Context: an optimization exercise on an open-source flow, tuned for small area and a short achievable clock period. The choices shown serve that exercise and are no tape-out recipe.
The RTL was checked by simulation tests, not by an equivalence proof against the original design.
Power figures rest on the tool's default switching activity, not on a simulated workload.

File: config.mk
export PLATFORM = sky130hd
export DESIGN_NAME = dmem_wbuf
export DESIGN_NICKNAME = dmem_wbuf
export VERILOG_FILES = /design/flow/design.v
export SDC_FILE = /design/flow/constraint.sdc
export NUM_CORES = 4
export LEC_CHECK = 0
export CAP_MARGIN = 20
export CORE_ASPECT_RATIO = 1.27
export CORE_MARGIN = 2
export CORE_UTILIZATION = 66
export SETUP_SLACK_MARGIN = 2.6
export SLEW_MARGIN = 20
export SYNTH_HIERARCHICAL = 1
export SYNTH_MINIMUM_KEEP_SIZE = 0
File: constraint.sdc
create_clock -name core_clock -period 7.0 [get_ports {clk}]
set_input_delay 1.4000 -clock core_clock [delete_from_list [all_inputs] [get_ports {clk}]]
set_output_delay 1.4000 -clock core_clock [all_outputs]
set_load 0.01 [all_outputs]
File: design.v
module dmem_wbuf #(
  parameter int DEPTH = 4,
  parameter int AW    = 6
) (
  input  logic                       clk,
  input  logic                       reset,
  input  logic                       MemWrite,
  input  logic                       MemRead,
  input  logic [31:0]                DataAdr,
  input  logic [31:0]                WriteData,
  output logic [31:0]                ReadData,
  output logic                       Stall,
  output logic                       Empty,
  output logic [$clog2(DEPTH):0]     BufCount
);
  logic [5:0]    adrQ [4];
  logic [31:0]   datQ [4];
  logic [3:0]    vld, shd;
  logic [3:0]    headOH, tailOH;
  logic [2:0]    count;
  logic [2047:0] ram;              
  logic [5:0]  idx;
  logic [3:0]  m, hit;
  logic        drain, alloc, full, noHit;
  logic [63:0] sel, we;
  logic [5:0]  wAdr;
  logic [31:0] wDat;
  assign idx      = DataAdr[7:2];
  assign full     = count[2];
  assign Empty    = (count == 3'd0);
  assign BufCount = count;
  assign Stall    = MemWrite & full;
  assign alloc    = MemWrite & ~full;
  assign drain    = ~Empty & ~MemRead & reset;
  always_comb
    for (int i = 0; i < 4; i++) m[i] = (adrQ[i] == idx);
  logic [3:0] eqA, eqB, hitB;
  logic [1:0] zA, zB;
  logic       noHitB;
  for (genvar i = 0; i < 4; i++) begin : g_hit
    logic [5:0] x;
    for (genvar k = 0; k < 6; k++) begin : g_x
      dmem_wbuf_xnor2 ux (.a(adrQ[i][k]), .b(idx[k]), .y(x[k]));
    end
    dmem_wbuf_nand4 ua  (.a(x[0]), .b(x[1]), .c(x[2]), .d(vld[i] & ~shd[i]), .y(eqA[i]));
    dmem_wbuf_nand3 ub  (.a(x[3]), .b(x[4]), .c(x[5]), .y(eqB[i]));
    dmem_wbuf_nor2  uh  (.a(eqA[i]), .b(eqB[i]), .y(hit[i]));
    dmem_wbuf_nor2  uhb (.a(eqA[i]), .b(eqB[i]), .y(hitB[i]));
  end
  dmem_wbuf_oai22 uz0  (.a0(eqA[0]), .a1(eqB[0]), .b0(eqA[1]), .b1(eqB[1]), .y(zA[0]));
  dmem_wbuf_oai22 uz1  (.a0(eqA[2]), .a1(eqB[2]), .b0(eqA[3]), .b1(eqB[3]), .y(zA[1]));
  dmem_wbuf_nor2  unh  (.a(zA[0]), .b(zA[1]), .y(noHit));
  dmem_wbuf_oai22 uz0b (.a0(eqA[0]), .a1(eqB[0]), .b0(eqA[1]), .b1(eqB[1]), .y(zB[0]));
  dmem_wbuf_oai22 uz1b (.a0(eqA[2]), .a1(eqB[2]), .b0(eqA[3]), .b1(eqB[3]), .y(zB[1]));
  dmem_wbuf_nor2  unhb (.a(zB[0]), .b(zB[1]), .y(noHitB));
  logic [7:0]  lo, hi, loB, hiB;
  logic [63:0] selB;
  for (genvar i = 0; i < 8; i++) begin : g_pre
    if (i == 0) begin : g_k0
      dmem_wbuf_nor3  ulo (.a(idx[0]), .b(idx[1]), .c(idx[2]), .y(lo[i]));
      dmem_wbuf_nor3  ulob(.a(idx[0]), .b(idx[1]), .c(idx[2]), .y(loB[i]));
      dmem_wbuf_nor3  uhi (.a(idx[3]), .b(idx[4]), .c(idx[5]), .y(hi[i]));
      dmem_wbuf_nor3  uhib(.a(idx[3]), .b(idx[4]), .c(idx[5]), .y(hiB[i]));
    end else if (i == 7) begin : g_k3
      dmem_wbuf_and3  ulo (.a(idx[0]), .b(idx[1]), .c(idx[2]), .y(lo[i]));
      dmem_wbuf_and3  ulob(.a(idx[0]), .b(idx[1]), .c(idx[2]), .y(loB[i]));
      dmem_wbuf_and3  uhi (.a(idx[3]), .b(idx[4]), .c(idx[5]), .y(hi[i]));
      dmem_wbuf_and3  uhib(.a(idx[3]), .b(idx[4]), .c(idx[5]), .y(hiB[i]));
    end else if (i == 1 || i == 2 || i == 4) begin : g_k1
      localparam int S = (i == 1) ? 0 : (i == 2) ? 1 : 2;
      localparam int Z0 = (S == 0) ? 1 : 0;
      localparam int Z1 = (S == 2) ? 1 : 2;
      dmem_wbuf_nor2a ulo (.a(idx[Z0]), .b(idx[Z1]), .c(idx[S]), .y(lo[i]));
      dmem_wbuf_nor2a ulob(.a(idx[Z0]), .b(idx[Z1]), .c(idx[S]), .y(loB[i]));
      dmem_wbuf_nor2a uhi (.a(idx[3+Z0]), .b(idx[3+Z1]), .c(idx[3+S]), .y(hi[i]));
      dmem_wbuf_nor2a uhib(.a(idx[3+Z0]), .b(idx[3+Z1]), .c(idx[3+S]), .y(hiB[i]));
    end else begin : g_k2
      localparam int Z = (i == 6) ? 0 : (i == 5) ? 1 : 2;
      localparam int S0 = (Z == 0) ? 1 : 0;
      localparam int S1 = (Z == 2) ? 1 : 2;
      dmem_wbuf_and2n ulo (.an(idx[Z]), .b(idx[S0]), .c(idx[S1]), .y(lo[i]));
      dmem_wbuf_and2n ulob(.an(idx[Z]), .b(idx[S0]), .c(idx[S1]), .y(loB[i]));
      dmem_wbuf_and2n uhi (.an(idx[3+Z]), .b(idx[3+S0]), .c(idx[3+S1]), .y(hi[i]));
      dmem_wbuf_and2n uhib(.an(idx[3+Z]), .b(idx[3+S0]), .c(idx[3+S1]), .y(hiB[i]));
    end
  end
  for (genvar w = 0; w < 64; w++) begin : g_sel
    dmem_wbuf_and2 u  (.a(lo[w % 8]), .b(hi[w / 8]), .y(sel[w]));
    dmem_wbuf_and2 ub (.a(loB[w % 8]), .b(hiB[w / 8]), .y(selB[w]));
  end
  for (genvar b = 0; b < 32; b++) begin : g_rd
    logic [21:0] t;
    logic [5:0]  p;
    logic [2:0]  q;
    logic [1:0]  f;
    logic        fa;
    logic [63:0] s;
    assign s = (b < 16) ? sel : selB;
    for (genvar k = 0; k < 21; k++) begin : g_c
      dmem_wbuf_aoi222 u (.a0(ram[(3*k)*32+b]), .a1(ram[(3*k+1)*32+b]), .a2(ram[(3*k+2)*32+b]),
                          .s0(s[3*k]), .s1(s[3*k+1]), .s2(s[3*k+2]), .y(t[k]));
    end
    dmem_wbuf_nand2 u63 (.a(ram[63*32+b]), .b(s[63]), .y(t[21]));
    dmem_wbuf_nand4 up0 (.a(t[0]),  .b(t[1]),  .c(t[2]),  .d(t[3]),  .y(p[0]));
    dmem_wbuf_nand4 up1 (.a(t[4]),  .b(t[5]),  .c(t[6]),  .d(t[7]),  .y(p[1]));
    dmem_wbuf_nand4 up2 (.a(t[8]),  .b(t[9]),  .c(t[10]), .d(t[11]), .y(p[2]));
    dmem_wbuf_nand4 up3 (.a(t[12]), .b(t[13]), .c(t[14]), .d(t[15]), .y(p[3]));
    dmem_wbuf_nand3 up4 (.a(t[16]), .b(t[17]), .c(t[18]), .y(p[4]));
    dmem_wbuf_nand3 up5 (.a(t[19]), .b(t[20]), .c(t[21]), .y(p[5]));
    logic       nh;
    logic [3:0] h;
    assign nh = (b < 16) ? noHit : noHitB;
    assign h  = (b < 16) ? hit : hitB;
    dmem_wbuf_oai21 uq0 (.a0(p[0]), .a1(p[1]), .b(nh), .y(q[0]));
    dmem_wbuf_oai21 uq1 (.a0(p[2]), .a1(p[3]), .b(nh), .y(q[1]));
    dmem_wbuf_oai21 uq2 (.a0(p[4]), .a1(p[5]), .b(nh), .y(q[2]));
    dmem_wbuf_aoi22 uf0 (.a0(datQ[0][b]), .s0(h[0]), .a1(datQ[1][b]), .s1(h[1]), .y(f[0]));
    dmem_wbuf_aoi22 uf1 (.a0(datQ[2][b]), .s0(h[2]), .a1(datQ[3][b]), .s1(h[3]), .y(f[1]));
    dmem_wbuf_and2  ufa (.a(f[0]), .b(f[1]), .y(fa));
    dmem_wbuf_nand4 uo  (.a(q[0]), .b(q[1]), .c(q[2]), .d(fa), .y(ReadData[b]));
  end
  always_comb begin
    wAdr = '0;
    wDat = '0;
    for (int i = 0; i < 4; i++) begin
      wAdr = wAdr | ({6{headOH[i]}} & adrQ[i]);
      wDat = wDat | ({32{headOH[i]}} & datQ[i]);
    end
    for (int w = 0; w < 64; w++) we[w] = drain & (wAdr == 6'(w));
  end
  always_ff @(posedge clk) begin
    for (int w = 0; w < 64; w++)
      if (we[w]) ram[w*32 +: 32] <= wDat;
  end
  always_ff @(posedge clk) begin
    for (int i = 0; i < 4; i++)
      if (alloc && tailOH[i]) begin
        adrQ[i] <= idx;
        datQ[i] <= WriteData;
      end
  end
  always_ff @(posedge clk) begin
    if (!reset) begin
      vld    <= '0;
      headOH <= 4'b0001;
      tailOH <= 4'b0001;
      count  <= '0;
    end else begin
      for (int i = 0; i < 4; i++) begin
        if (alloc && tailOH[i]) begin
          vld[i] <= 1'b1;
          shd[i] <= 1'b0;
        end else begin
          if (drain && headOH[i]) vld[i] <= 1'b0;
          if (alloc && m[i]) shd[i] <= 1'b1;
        end
      end
      if (alloc) tailOH <= {tailOH[2:0], tailOH[3]};
      if (drain) headOH <= {headOH[2:0], headOH[3]};
      count <= count + 3'(alloc) - 3'(drain);
    end
  end
endmodule
module dmem_wbuf_aoi222 (input logic a0, a1, a2, s0, s1, s2, output logic y);
  assign y = ~((a0 & s0) | (a1 & s1) | (a2 & s2));
endmodule
module dmem_wbuf_aoi22 (input logic a0, a1, s0, s1, output logic y);
  assign y = ~((a0 & s0) | (a1 & s1));
endmodule
module dmem_wbuf_oai21 (input logic a0, a1, b, output logic y);
  assign y = ~((a0 | a1) & b);
endmodule
module dmem_wbuf_nand2 (input logic a, b, output logic y);
  assign y = ~(a & b);
endmodule
module dmem_wbuf_nand3 (input logic a, b, c, output logic y);
  assign y = ~(a & b & c);
endmodule
module dmem_wbuf_nand4 (input logic a, b, c, d, output logic y);
  assign y = ~(a & b & c & d);
endmodule
module dmem_wbuf_nor2 (input logic a, b, output logic y);
  assign y = ~(a | b);
endmodule
module dmem_wbuf_nor3 (input logic a, b, c, output logic y);
  assign y = ~(a | b | c);
endmodule
module dmem_wbuf_and3 (input logic a, b, c, output logic y);
  assign y = a & b & c;
endmodule
module dmem_wbuf_nor2a (input logic a, b, c, output logic y);
  assign y = ~a & ~b & c;
endmodule
module dmem_wbuf_and2n (input logic an, b, c, output logic y);
  assign y = ~an & b & c;
endmodule
module dmem_wbuf_and2 (input logic a, b, output logic y);
  assign y = a & b;
endmodule
module dmem_wbuf_xnor2 (input logic a, b, output logic y);
  assign y = ~(a ^ b);
endmodule
module dmem_wbuf_oai22 (input logic a0, a1, b0, b1, output logic y);
  assign y = ~((a0 | a1) & (b0 | b1));
endmodule
File: flow/run.sh
#!/bin/bash
# Layout flow: the standard synthesis, then the standard ORFS steps with
# hooks that place the memory as two bit-column arrays (place_array.tcl), put
# the data pins next to their columns (pins.tcl), release most of the array
# and set starting drive strengths after global placement (post_gpl.tcl), and
# release the rest before detailed routing (route_pre.tcl). Clock tree
# synthesis uses smaller leaf buffers over smaller clusters and no dummy loads.
set -euo pipefail
W=$PWD
F=$W/flow
bash standard.sh synth > $W/synth.log 2>&1
bash standard.sh \
  PRE_GLOBAL_PLACE_SKIP_IO_TCL=$F/place_array.tcl \
  PRE_IO_PLACEMENT_TCL=$F/pins.tcl \
  POST_GLOBAL_PLACE_TCL=$F/post_gpl.tcl \
  PRE_DETAIL_ROUTE_TCL=$F/route_pre.tcl \
  "GLOBAL_PLACEMENT_ARGS=-overflow 0.2" \
  "CTS_ARGS=-sink_clustering_enable -repair_clock_nets -sink_clustering_size 18 -sink_clustering_max_diameter 50 -dont_use_dummy_load -buf_list sky130_fd_sc_hd__clkbuf_8" \
  finish > $W/layout.log 2>&1
File: flow/pins.tcl
# Put each bit's ReadData and WriteData pins on the edge next to its column
# of the memory array (see place_array.tcl): bits 0-15 at the bottom, 16-31
# at the top.
set core [[ord::get_db_block] getCoreArea]
set cx0 [expr {[$core xMin] / 1000.0}]; set cx1 [expr {[$core xMax] / 1000.0}]
set pitch [expr {($cx1 - $cx0) / 16}]
for {set b 0} {$b < 32} {incr b} {
  set x0 [expr {$cx0 + ($b % 16) * $pitch}]
  set x1 [expr {$x0 + $pitch}]
  set side [expr {$b < 16 ? "bottom" : "top"}]
  set_io_pin_constraint -pin_names [list "ReadData\[$b\]" "WriteData\[$b\]"] -region "$side:$x0-$x1"
}
File: flow/place_array.tcl
# Pre-place the memory as two arrays, bits 0-15 at the bottom of the core and
# bits 16-31 at the top: one column per data bit, one row per word, word 0
# at the outer edge. Each bit's flip-flops and its read tree sit in its
# column, the tree's last gates at the outer edge next to its pins.
set blk [ord::get_db_block]
set core [$blk getCoreArea]
set cx0 [$core xMin]; set cx1 [$core xMax]
set rows [lsort -command {apply {{a b} {expr {[lindex [$a getOrigin] 1] - [lindex [$b getOrigin] 1]}}}} [$blk getRows]]
set nrows [llength $rows]
set site_w [[[lindex $rows 0] getSite] getWidth]
array unset ::occ; array set ::occ {}
for {set r 0} {$r < $nrows} {incr r} { set ::occ($r) {} }
set rowy {}
foreach row $rows { lappend rowy [lindex [$row getOrigin] 1] }
foreach inst [$blk getInsts] {
  if {[$inst isPlaced]} {
    set bb [$inst getBBox]
    set ri [lsearch $rowy [$bb yMin]]
    if {$ri >= 0} { lappend ::occ($ri) [list [$bb xMin] [$bb xMax]] }
  }
}
proc free_at {r x w} {
  foreach iv $::occ($r) { if {$x < [lindex $iv 1] && [lindex $iv 0] < $x + $w} { return 0 } }
  return 1
}
proc put {inst r0 want {reach 16}} {
  foreach dr {0 1 -1 2 -2 3 -3} {
    if {[put_row $inst [expr {$r0 + $dr}] $want $reach]} { return }
  }
  puts "place_array: no room for [$inst getName]"
}
proc put_row {inst r want reach} {
  set row [lindex $::pa_rows $r]
  set wdt [[$inst getMaster] getWidth]
  set ox [lindex [$row getOrigin] 0]
  set want [expr {$ox + (($want - $ox) / $::pa_site) * $::pa_site}]
  set x ""
  for {set k 0} {$k < $reach && $x eq ""} {incr k} {
    foreach cand [list [expr {$want + $k*$::pa_site}] [expr {$want - $k*$::pa_site}]] {
      if {$cand >= $ox && $cand + $wdt <= $::pa_cx1 && [free_at $r $cand $wdt]} { set x $cand; break }
    }
  }
  if {$x eq ""} { return 0 }
  $inst setOrient [$row getOrient]
  $inst setLocation $x [lindex [$row getOrigin] 1]
  $inst setPlacementStatus FIRM
  lappend ::occ($r) [list $x [expr {$x + $wdt}]]
  return 1
}
set ::pa_rows $rows; set ::pa_site $site_w; set ::pa_cx1 $cx1
set nwords 64
set ncol 16
set pitch [expr {double($cx1 - $cx0) / $ncol}]
# row of tree level rel (word index, or negative for the root rows) of bit b
proc brow {b rel} {
  if {$b < 16} { return [expr {3 + $rel}] }
  return [expr {$::pa_nrows - 4 - $rel}]
}
set ::pa_nrows $nrows
proc driver {name} {
  set n [[ord::get_db_block] findNet $name]
  if {$n eq "NULL"} { return "" }
  foreach it [$n getITerms] { if {[$it isOutputSignal]} { return [$it getInst] } }
  return ""
}
set nff 0
foreach inst [$blk getInsts] {
  if {[regexp {^ram\\\[(\d+)\\\]} [$inst getName] -> n]} {
    set b [expr {$n % 32}]; set w [expr {$n / 32}]
    put $inst [brow $b $w] [expr {$cx0 + int(($b % $ncol) * $pitch)}] 40
    incr nff
  }
}
set ntree 0
for {set b 0} {$b < 32} {incr b} {
  set xl [expr {$cx0 + int(($b % $ncol) * $pitch) + 11500}]
  set cells {}
  for {set k 0} {$k < 21} {incr k} { lappend cells "g_rd\\\[$b\\\].g_c\\\[$k\\\].u.y" [expr {3*$k + 1}] }
  lappend cells "g_rd\\\[$b\\\].t\\\[21\\\]" 63
  foreach j {0 1 2 3} { lappend cells "g_rd\\\[$b\\\].p\\\[$j\\\]" [expr {12*$j + 6}] }
  lappend cells "g_rd\\\[$b\\\].p\\\[4\\\]" 51 "g_rd\\\[$b\\\].p\\\[5\\\]" 60
  lappend cells "g_rd\\\[$b\\\].q\\\[0\\\]" 12 "g_rd\\\[$b\\\].q\\\[1\\\]" 36 "g_rd\\\[$b\\\].q\\\[2\\\]" 56
  lappend cells "g_rd\\\[$b\\\].uo.y" -1 "g_rd\\\[$b\\\].fa" -2 "g_rd\\\[$b\\\].f\\\[0\\\]" -2 "g_rd\\\[$b\\\].f\\\[1\\\]" -3
  foreach {net r} $cells {
    set d [driver $net]
    if {$d eq ""} { puts "place_array: no driver for $net"; continue }
    put $d [brow $b $r] $xl 30
    incr ntree
  }
}
puts "place_array: $nff flops and $ntree tree cells placed, $nrows rows, column pitch [expr {$pitch/1000.0}] um"
File: flow/post_gpl.tcl
# After global placement: release most cells place_array.tcl fixed, and give
# the ports and the word-select decoders drive strengths to start from.
set blk [ord::get_db_block]
set n 0
foreach inst [$blk getInsts] {
  set mn [[$inst getMaster] getName]
  # the flip-flops and the and-or-invert cells have no larger size to take;
  # they stay where place_array.tcl put them until routing (route_pre.tcl)
  if {[string match "*edfxtp*" $mn] || [string match "*a222oi*" $mn]} continue
  if {[$inst getPlacementStatus] eq "FIRM" && ![string match "*tap*" $mn]} {
    $inst setPlacementStatus PLACED
    incr n
  }
}
puts "post_gpl: $n cells released"
proc pg_drv {net} {
  foreach it [$net getITerms] { if {[$it isOutputSignal]} { return [$it getInst] } }
  return ""
}
proc pg_up4 {inst} {
  set m [[$inst getMaster] getName]
  regsub {_\d+$} $m {_4} to
  if {$to ne $m} { replace_cell [get_cells [$inst getName]] $to }
}
set sized 0
foreach net [$blk getNets] {
  if {![regexp {^g_pre\\\[\d+\\\]\..*\.u(lo|hi)b?\.y$} [$net getName]]} continue
  set d [pg_drv $net]
  if {$d eq ""} continue
  pg_up4 $d
  incr sized
  # the word selects this predecoder output feeds
  foreach it [$net getITerms] {
    set c [$it getInst]
    if {[string match "*__and2_*" [[$c getMaster] getName]]} { pg_up4 $c; incr sized }
  }
}
foreach c [get_cells input*] { replace_cell $c sky130_fd_sc_hd__buf_6; incr sized }
# the word-address inputs each feed the predecoders and the buffer compares
for {set k 2} {$k < 8} {incr k} {
  set net [$blk findNet "DataAdr\[$k\]"]
  if {$net eq "NULL"} continue
  foreach it [$net getITerms] { replace_cell [get_cells [[$it getInst] getName]] sky130_fd_sc_hd__buf_12; incr sized }
}
# the forwarded-data cells are off the critical path: smallest size
foreach net [$blk getNets] {
  if {![regexp {^g_rd\\\[\d+\\\]\.f\\\[\d\\\]$} [$net getName]]} continue
  set d [pg_drv $net]
  if {$d ne "" && [string match "*a22oi_2" [[$d getMaster] getName]]} {
    replace_cell [get_cells [$d getName]] sky130_fd_sc_hd__a22oi_1; incr sized
  }
}
foreach c [get_cells output*] { replace_cell $c sky130_fd_sc_hd__buf_4; incr sized }
puts "post_gpl: $sized cells resized"
File: flow/route_pre.tcl
# Before detailed routing: release the cells place_array.tcl fixed.
set n 0
foreach inst [[ord::get_db_block] getInsts] {
  if {[$inst getPlacementStatus] eq "FIRM" && ![string match "*tap*" [[$inst getMaster] getName]]} {
    $inst setPlacementStatus PLACED
    incr n
  }
}
puts "route_pre: $n cells released"
File: standard.sh
#!/bin/bash
# synth_recipe.tcl (not shown) runs the flow's synth.tcl, then flattens the netlist and writes it again
# the make line also repeats each setting of config.mk as NAME=value (left out here)
make -C /OpenROAD-flow-scripts/flow DESIGN_CONFIG=/design/flow/config.mk WORK_HOME=/design/flow/orfs CLKGATE_MAP_FILE= SYNTH_SCRIPT=/design/flow/synth_recipe.tcl "${@:-finish}"
==> run summary <==
-- modules after synthesis (local to each module, per instance), a selection --
module	cells inside	flip-flops and latches
dmem_wbuf_and2	1	0
dmem_wbuf_and2n	1	0
dmem_wbuf_nand4	1	0
dmem_wbuf_oai21	1	0
dmem_wbuf_nand2	1	0
dmem_wbuf_nor3	1	0
dmem_wbuf_and3	1	0
dmem_wbuf	2544	2219
dmem_wbuf_xnor2	1	0
dmem_wbuf_oai22	1	0
dmem_wbuf_nor2	1	0
dmem_wbuf_nor2a	1	0
-- power by group --
group	total (mW)	internal (mW)	switching, mW	leakage (nW)
Sequential	16.1	16.0	0.0763	20.0
Clock	5.30	1.90	3.41	1.06
Combinational	2.17	0.461	1.71	6.27
-- state kept, by name (all words and copies together), names as in the netlist --
name / count
ram: 2048
tailOH: 4
datQ: 128
shd: 4
adrQ: 24
headOH: 4
count: 3
vld: 4
-- logic make-up (layout without fill, tap and decap cells) --
family / Yosys count / after routing
other cells: 0 / 5
xor+xnor: 50 / 50
compound gates: 939 / 939
buf+inv: 34 / 521
fa+ha+maj: 3 / 3
flops: 2219 / 2219
simple gates: 625 / 626
-- final cells by class --
cell class                 count  area, µm²  share of cell area [%]
antenna                        5       12.5                  0.0141
sequential                  2219      66500                    74.8
clock buffer                 148       2040                    2.29
tap                         1595       2000                    2.25
timing repair buffer         364       4050                    4.55
inverter                       9       33.8                  0.0380
multi-input combinational   1618      14300                    16.0
-- layer usage --
metal	vias to the layer above	share of wire, %
li1	18400	-
met1	19600	43
met2	4255	35
met3	314	19
met4	0	4.0
met5	-	0
-- worst paths after layout --
check | endpoint | cells past startpoint
max | ReadData[28] | 10
min | vld[2]$_SDFFE_PN0P_ | 1
max reg2reg | ram[1378]$_DFFE_PP_ | 6
min reg2reg | vld[2]$_SDFFE_PN0P_ | 1
-- placed cells by master, fill, tap and decap left out, types with 5 or more instances in the layout --
cell type                     n
sky130_fd_sc_hd__and2_4     129
sky130_fd_sc_hd__nand3_1     72
sky130_fd_sc_hd__nand4_1    167
sky130_fd_sc_hd__nor2_1       7
sky130_fd_sc_hd__xor2_1      16
sky130_fd_sc_hd__edfxtp_1  2204
sky130_fd_sc_hd__o21ai_0      7
sky130_fd_sc_hd__and2_1      41
sky130_fd_sc_hd__a21boi_0     6
sky130_fd_sc_hd__nor3b_4     12
sky130_fd_sc_hd__o21ai_2     55
sky130_fd_sc_hd__nor2_4      74
sky130_fd_sc_hd__clkbuf_8   148
sky130_fd_sc_hd__dfxtp_1     11
sky130_fd_sc_hd__buf_8        7
sky130_fd_sc_hd__buf_6       76
sky130_fd_sc_hd__inv_1        5
sky130_fd_sc_hd__nand2_1     76
sky130_fd_sc_hd__xnor2_2      6
sky130_fd_sc_hd__a222oi_1   672
sky130_fd_sc_hd__xnor2_1     28
sky130_fd_sc_hd__buf_4      212
sky130_fd_sc_hd__a22oi_1    134
sky130_fd_sc_hd__nand2_2     12
sky130_fd_sc_hd__buf_16      12
sky130_fd_sc_hd__nor2b_1      5
sky130_fd_sc_hd__o21ai_1     10
sky130_fd_sc_hd__o21ai_4     31
sky130_fd_sc_hd__and3b_4     12
sky130_fd_sc_hd__buf_12      54
sky130_fd_sc_hd__a31oi_1      7
sky130_fd_sc_hd__diode_2      5
-- per-stage QoR --
step,setup WS [ns],utilization (%),hold WS (ns),area (µm²),power [mW]
after floorplan,2.59,-,0.456,79500,17.6
after global placement,0.525,70.9,0.477,84700,18.4
after detailed placement,1.56,71.1,0.477,85000,18.4
after CTS,2.12,74.0,0.509,88400,23.6
after global routing,2.02,74.4,0.545,88900,24.3
final,2.01,74.4,0.518,88900,23.6
-- cell usage after synthesis, types with 4 or more instances --
master	count
sky130_fd_sc_hd__a21boi_0	6
sky130_fd_sc_hd__a222oi_1	672
sky130_fd_sc_hd__a22o_1	4
sky130_fd_sc_hd__a22oi_1	70
sky130_fd_sc_hd__a22oi_2	66
sky130_fd_sc_hd__a31oi_1	7
sky130_fd_sc_hd__and2_1	169
sky130_fd_sc_hd__and3_1	4
sky130_fd_sc_hd__and3b_1	12
sky130_fd_sc_hd__buf_4	7
sky130_fd_sc_hd__clkbuf_1	15
sky130_fd_sc_hd__dfxtp_1	15
sky130_fd_sc_hd__edfxtp_1	2204
sky130_fd_sc_hd__inv_1	9
sky130_fd_sc_hd__nand2_1	88
sky130_fd_sc_hd__nand3_1	76
sky130_fd_sc_hd__nand4_1	167
sky130_fd_sc_hd__nor2_1	81
sky130_fd_sc_hd__nor2b_1	5
sky130_fd_sc_hd__nor3_2	5
sky130_fd_sc_hd__nor3b_2	12
sky130_fd_sc_hd__nor4_1	4
sky130_fd_sc_hd__o21ai_0	7
sky130_fd_sc_hd__o21ai_1	96
sky130_fd_sc_hd__o22ai_1	4
sky130_fd_sc_hd__xnor2_1	34
sky130_fd_sc_hd__xor2_1	16
-- repair_timing --
action	in CTS	in global routing
pin swaps	141	79
resized for setup	200	47
buffers inserted	25	20
setup endpoints to repair	32	32
cloned	7	2
==> run summary <==
The flow ran to the end and the layout has no timing, DRC or antenna violations. Among the stages of the critical path, the cell type that occurs most often is sky130_fd_sc_hd__buf_4. In this run the power density over the cells is 265 nW/µm². The met2 capacity usage during global routing came out at 35.4%. Synthesis produced a netlist with a net count of 3941. The filler cell count came out at 6638.

The arrival time at the worst endpoint is 3.59 ns. The cell with the largest stage delay on the worst path is sky130_fd_sc_hd__a222oi_1. The fraction of the mapped netlist area in compound gates came out at 11.1%.

In this run the most critical hold path is launched from vld[2]$_SDFFE_PN0P_. Entering global routing, the biggest net connects 65 pins. The detailed-placement wirelength estimate came out at 150000 µm. At the end of the flow, the number of nets in the layout was 4431. The clock skew after layout came out at 0.0695 ns.

The initial antenna violation count was 3. For this run, the leading register cell type out of synthesis is sky130_fd_sc_hd__edfxtp_1. The share of final-layout standard cells stronger than drive strength 1 is 20.1%.

The number of buffers inserted during clock tree synthesis is 148. The cell count after synthesis came out at 3870. Counting flops and latches in the post-synthesis netlist gives 2219. The register-to-register setup slack came out at 2.76 ns. Traced cell by cell, the critical path runs through buf_16, buf_4, and3b_4, and2_4, buf_4, a222oi_1, nand4_1, o21ai_2, nand4_1, buf_4. Of the total synthesized cell area, the portion taken by AND, OR, NAND and NOR gates is 4.44%.

The detailed-route DRC error count is 0. The worst-margin pin slew came out at 1.20 ns. The type of the worst min-delay path is reg -> reg. The final standard cell count with taps included and fillers excluded came out at 5958. The worst voltage drop across the vdd grid is 0.000216 V. The time the final worst path needs with I/O delays and setup is 4.99 ns. The maximum clock frequency is 200 MHz.

The final-layout setup total negative slack is 0 ns. The deepest clock path buffer count is 3. The clock input transition at the sequential cells of the worst setup and hold paths is 0.10 ns. The cell sitting at the root of the clock tree is a sky130_fd_sc_hd__clkbuf_8. The parity-gate share of the synthesized area counting xor and xnor cells came out at 0.551%.

The path type of the worst setup path is in -> out. Tracing the worst setup path back leads to its startpoint at DataAdr[4]. The count of nets left with antenna violations once routing finished came out at 0. The worst register-to-register path begins at count[2]$_SDFF_PN0_. In the final routed layout, each cell accounts on average for 33.9 µm. The part of the Yosys area used for sequential elements is 83.6%. The number of cells in the design after placement is 5750.

The initial core utilization is 66.5%. The final cycle utilization of the critical path came out at 71.3%. By area the synthesized netlist is led by sky130_fd_sc_hd__edfxtp_1 (83%), sky130_fd_sc_hd__a222oi_1 (8.5%), sky130_fd_sc_hd__and2_1 (1.3%). The total wire length after detailed routing came out at 202000 µm. The floorplan step defined a core boundary enclosing 120000 µm². The number of hold buffers added after CTS was 0. The die covers 123000 µm². Summed over its instances, the top area cell type makes up 83.3% of the synthesized netlist area. For this run, the number of Yosys warnings is 11.

The count of input and output buffers is 78. The number of unique standard cell types used by synthesis is 38. The met3 track demand over resource came out at 6.52%. In this run the count of I/O pins placed on the die edge is 105. The wire length of the first global-routing pass came out at 272000 µm. Summed over all cells, the static leakage comes to 27.3 nW. sky130_fd_sc_hd__edfxtp_1 takes more of the synthesized area than any other cell. The via count of the first global-routing pass is 32900. The layer flagged by global routing as most heavily used is met1. The fraction of synthesis flops using an asynchronous set or reset pin came out at 0%. The number of setup violations in the final report came out at 0. The vias per cell came out at 7.15. The number of buffers and inverters on the critical path is 4. The delay of the slowest cell on the worst path is 0.40 ns. The clock net sink count came out at 2219.

The endpoint class of the critical path is an output port. The initialized floorplan defines 143 standard-cell rows. The total congestion overflow after global routing came out at 0. The count of H-tree levels built during CTS is 4. The post-synthesis instance area came out at 79500 µm². The clock latency reported for the late side of the worst-skew pair is 0.90 ns.

TritonCTS built the clock tree. The max-slew violation count is 0. The adder and majority gate portion of the synthesized area came out at 0.0567%.

Yosys mapped a number of flops with a built-in enable equal to 2204. The worst pin sits at a relative slew slack of 19.6%. Each instance of the synthesized netlist takes up on average 20.5 µm². Along the worst path, the maximum fanout reaches 16. The area growth from synthesis to layout came out at 11.8%. The die is 395 µm tall. The floorplan step set the die width to 312 µm.

After synthesis, the share of cell area in mux cells is 0%. Grouping stages by cell kind, the critical path spends the most delay in simple AND/OR/NAND/NOR gates. Across the run, the number of max-cap violations was 0. The global-route met1 utilization came out at 60.9%.

The total track usage is 32.4%. The detailed router placed 42600 vias in this run. After the first detailed-routing iteration, the DRC count stood at 9881. The worst path required time came out at 5.60 ns. After synthesis, the largest family of logic cells by area is compound AO/OA/AOI/OAI gates. The final hold violation count came to 0.

The number of detailed-routing iterations run before antenna repair is 14. The kind of start point of the critical path is a primary input. Setup repair after global routing could not meet its margin everywhere.

[what the ideal ports hide]
Ports are ideal in the flow. The routed layout listed here was re-timed in OpenROAD.
Step 1: set_driving_cell puts a clkbuf_16 on clk and a buf_2 on each other input, an assumption about the parent block.
Step 2 times the ports against the registers' clock, not the clock port: input delays grow and output delays shrink by t, the midpoint of the rising clock arrivals with the driver on.
a / b / c = ideal ports / drivers / drivers and shift; a / b = the first two.
shift t [ns]: 0.941
setup WS [ns]: 2.009 / 1.897 / 1.750
worst register clock-pin slew, ns: 0.11 / 0.11
worst slew at a driven data input, ns: 0.16
pins driven straight from the clock port: 1
After both steps this run still meets setup and hold. The setup slack of this run moves by -0.112 ns with the drivers and by -0.259 ns with both steps.
